What follows belongs to an exercise in optimizing a design on an open flow for small area, a short achievable clock period and few clock cycles per item; a production flow would make more cautious choices. Only simulation tests tie the RTL to the original design; equivalence was not proved. No activity file was given, so power comes from the tool's default toggle rates.

Setup of ember:
## flash_loader_top
module flash_loader_top #(
    parameter int SEGMENT_WORDS   = 16,
    parameter int FLASH_ADDR_BITS = 12
) (
    input  logic                                    clk,
    input  logic                                    reset_n,
    input  logic                                    stb_i,
    input  logic                                    we_i,
    input  logic [flash_loader_pkg::BUS_WIDTH-1:0]  adr_wr_i,
    input  logic [flash_loader_pkg::BUS_WIDTH-1:0]  adr_rd_i,
    input  logic [flash_loader_pkg::BUS_WIDTH-1:0]  dat_i,
    output logic [flash_loader_pkg::BUS_WIDTH-1:0]  dat_o,
    output logic                                    ack_o,
    input  logic                                    fill_we_i,
    input  logic [$clog2(SEGMENT_WORDS):0]          fill_addr_i,
    input  logic [flash_loader_pkg::WORD_WIDTH-1:0] fill_data_i,
    output logic                                    ping_busy_o,
    output logic                                    pong_busy_o,
    output logic                                    done_o,
    output logic                                    flash_valid_o,
    output logic [FLASH_ADDR_BITS-1:0]              flash_addr_o,
    output logic [flash_loader_pkg::WORD_WIDTH-1:0] flash_data_o,
    input  logic                                    flash_ready_i
);
Size: about 42000 um2 of cells after synthesis.
Settings: LEC_CHECK=0, CAP_MARGIN=20, CORE_MARGIN=2, CORE_UTILIZATION=40, CTS_BUF_LIST=sky130_fd_sc_hd__clkbuf_8, CTS_CLUSTER_DIAMETER=70, CTS_CLUSTER_SIZE=14, SETUP_SLACK_MARGIN=2.2, SLEW_MARGIN=20, SYNTH_HIERARCHICAL=1, SYNTH_MINIMUM_KEEP_SIZE=0; clock period 5.0 ns.
run.sh (not shown) runs the stock make flow with config.mk's settings and CLKGATE_MAP_FILE= SYNTH_SCRIPT=/design/flow/synth_recipe.tcl, a recipe that flattens the netlist after the stock synthesis.
Testbench counts of ember, summed over its fixed seeds: cycles 27,394, words 21,815.
> inputs changed (ember -> juniper)
diff --git a/flow/config.mk b/flow/config.mk
--- a/flow/config.mk
+++ b/flow/config.mk
@@ -8,8 +8,9 @@
 export CAP_MARGIN = 20
 export CORE_MARGIN = 2
-export CORE_UTILIZATION = 40
+export CORE_UTILIZATION = 50
 export CTS_BUF_LIST = sky130_fd_sc_hd__clkbuf_8
 export CTS_CLUSTER_DIAMETER = 70
 export CTS_CLUSTER_SIZE = 14
+export PLACE_DENSITY = 0.7
 export SETUP_SLACK_MARGIN = 2.2
 export SLEW_MARGIN = 20
Notes after the runs:
- Between juniper and ember, the sink count of the clock tree figures differ only marginally.
- Setup slack of the critical path after layout, ember and juniper: larger value in ember
- Going from ember to juniper, layout overhead on the synthesized area shrinks by 1.9 points.
- juniper vs. ember: fmax went down by 0.87%.
- Utilization of the core after routing ends up lower on ember.
- Relative to ember, juniper improves core outline area.
- Critical path depth (juniper over ember): increase, 4
- Cmp juniper vs ember: power share of the combinational group lower in juniper
- Diff ember -> juniper | worst setup timing slack at the placement stage | increase of 0.20 ns
- In the tables for ember and juniper, placed cell area reads lower with juniper.
Inputs modified between juniper and zinc:
==> flow/flow/run.sh (new file) <==
#!/bin/bash
# The standard layout, unchanged except that the input and output port
# buffers are a plain buffer cell instead of the delay cell buffer_ports
# picks by default (timing repair still resizes them where needed).
# make's full output goes to standard.log; ORFS keeps each step's log
# under orfs/logs/.
set -euo pipefail
export BUFFER_PORTS_ARGS="-buffer_cell sky130_fd_sc_hd__buf_1"
bash standard.sh > standard.log 2>&1
==> flow/standard.sh (new file) <==
#!/bin/bash
# synth_recipe.tcl (not shown) runs the flow's synth.tcl, then flattens the netlist and writes it again
# the make line also repeats each setting of config.mk as NAME=value (left out here)
make -C /OpenROAD-flow-scripts/flow DESIGN_CONFIG=/design/flow/config.mk WORK_HOME=/design/flow/orfs CLKGATE_MAP_FILE= SYNTH_SCRIPT=/design/flow/synth_recipe.tcl "${@:-finish}"
diff --git a/flow/config.mk b/flow/config.mk
--- a/flow/config.mk
+++ b/flow/config.mk
@@ -8,9 +8,8 @@
 export CAP_MARGIN = 20
 export CORE_MARGIN = 2
-export CORE_UTILIZATION = 50
+export CORE_UTILIZATION = 40
 export CTS_BUF_LIST = sky130_fd_sc_hd__clkbuf_8
 export CTS_CLUSTER_DIAMETER = 70
 export CTS_CLUSTER_SIZE = 14
-export PLACE_DENSITY = 0.7
 export SETUP_SLACK_MARGIN = 2.2
 export SLEW_MARGIN = 20
removed: flow/run.sh
Notes after the runs:
- Power density normalized to cell area across juniper and zinc: no real change.
- Of juniper and zinc, the lower fraction of met2 tracks used by global routing belongs to zinc.
- Diff juniper -> zinc: number of buffers inserted during clock tree synthesis now sits higher; share of cells above drive strength 1 now sits lower; layout overhead on the synthesized area now sits lower; final cell count now sits higher; shortest period the worst path allows now sits higher.
- zinc — met3 wirelength from detailed routing about 9% lower, juniper as reference
- Comparing juniper with zinc, the multi-input combinational area share came out essentially unchanged.
- Highest achievable clock rate: zinc vs juniper down 1.9%
- Looking at part of the power in combinational logic, zinc sits below juniper.

Setup of job 9637:
Another version of the RTL of flash_loader_top (not shown whole).
For scale: ~2300 cells after synthesis, roughly 1200 flip-flops, about 120 I/O pins, ~45000 sq um of cells after synthesis.
Settings: LEC_CHECK=0, CAP_MARGIN=20, CORE_MARGIN=2, CORE_UTILIZATION=40, SETUP_SLACK_MARGIN=2.5, SLEW_MARGIN=20; clock period 5.0 ns.
Stock flow here: none of the scripts above is used.
Testbench counts of job 9637, summed over its fixed seeds: cycles 27,672, words 21,815.
## Diff of input files: job 1367 against job 9637
# job 9637
export LEC_CHECK = 0
export CAP_MARGIN = 20
export CORE_MARGIN = 2
export CORE_UTILIZATION = 40
export SETUP_SLACK_MARGIN = 2.5
export SLEW_MARGIN = 20
create_clock -name core_clock -period 5.0 [get_ports {clk}]
# job 1367
export LEC_CHECK = 0
export CAP_MARGIN = 20
export CORE_MARGIN = 2
export CORE_UTILIZATION = 40
export SLEW_MARGIN = 20
create_clock -name core_clock -period 5.0 [get_ports {clk}]
## What came out
Final worst slack: job 9637 and job 1367 compared, lower one is job 1367. Diff job 9637 -> job 1367: area share of and/or/nand/nor cells after synthesis roughly the same, sequential share of power increased by 1.7 points relative to the old numbers, average wire per cell in the routed design went down about 4.6%. Job 9637 → job 1367: final-layout non-clock buffer area share lost 2.6 points; area overhead of the layout relative to synthesis saw a decrease; non-clock buffer count now smaller; combinational cell fraction of total power decreased by 3.9 points relative to the old numbers. Minimum period implied by the final worst setup slack, job 9637 and job 1367, higher one = job 1367. Compared with job 9637, job 1367 ends up with less cell area.
Relative to job 1367, the following input files were edited for job 2433:
# job 1367
export LEC_CHECK = 0
export CAP_MARGIN = 20
export CORE_MARGIN = 2
export CORE_UTILIZATION = 40
export SLEW_MARGIN = 20
create_clock -name core_clock -period 5.0 [get_ports {clk}]
# job 2433
export LEC_CHECK = 0
export ABC_AREA = 1
export CAP_MARGIN = 20
export CORE_MARGIN = 2
export CORE_UTILIZATION = 40
export CTS_BUF_LIST = sky130_fd_sc_hd__clkbuf_8
export CTS_CLUSTER_SIZE = 30
export SLEW_MARGIN = 20
create_clock -name core_clock -period 5.0 [get_ports {clk}]
## What came out
There was hardly any difference in initial core utilization between job 2433 and job 1367.
Compared with job 1367, in job 2433 signed area change from the synthesized netlist to the final layout dropped 2.0 points; mux cell area share after synthesis dropped 11 points; count of clock-net buffers in the final layout climbed 42%.

## re-timing with driven ports
How much do the figures lean on ideal ports? The routed layouts below were timed once more, with nothing changed but the port constraints.
Step 1 assumes that a clkbuf_16 drives the clock port and a buf_2 every other input.
Step 2 also shifts input and output timing later by t, the mid clock arrival at the registers, as if the neighbouring blocks saw the same clock.
Three values: ideal ports, drivers, drivers and shift; two values: the first two.
| run | t (ns) | slack for setup (ns) | slew at the worst register clock pin (ns) |
|---|---|---|---|
| ember | 0.824 | 2.096 / 1.996 / 1.416 | 0.10 / 0.10 |
| juniper | 0.822 | 2.070 / 2.009 / 1.502 | 0.10 / 0.10 |
| zinc | 0.822 | 2.014 / 1.974 / 1.478 | 0.10 / 0.10 |
| job 9637 | 0.768 | 1.601 / 1.564 / 1.564 | 0.06 / 0.06 |
| job 1367 | 0.782 | 0.798 / 0.774 / 0.774 | 0.07 / 0.07 |
| job 2433 | 0.897 | 1.024 / 0.995 / 0.995 | 0.07 / 0.07 |
After both steps setup and hold are still met in every run listed. For ember, which loses most, drivers alone change the setup slack by -0.100 ns; drivers and shift together by -0.680 ns.
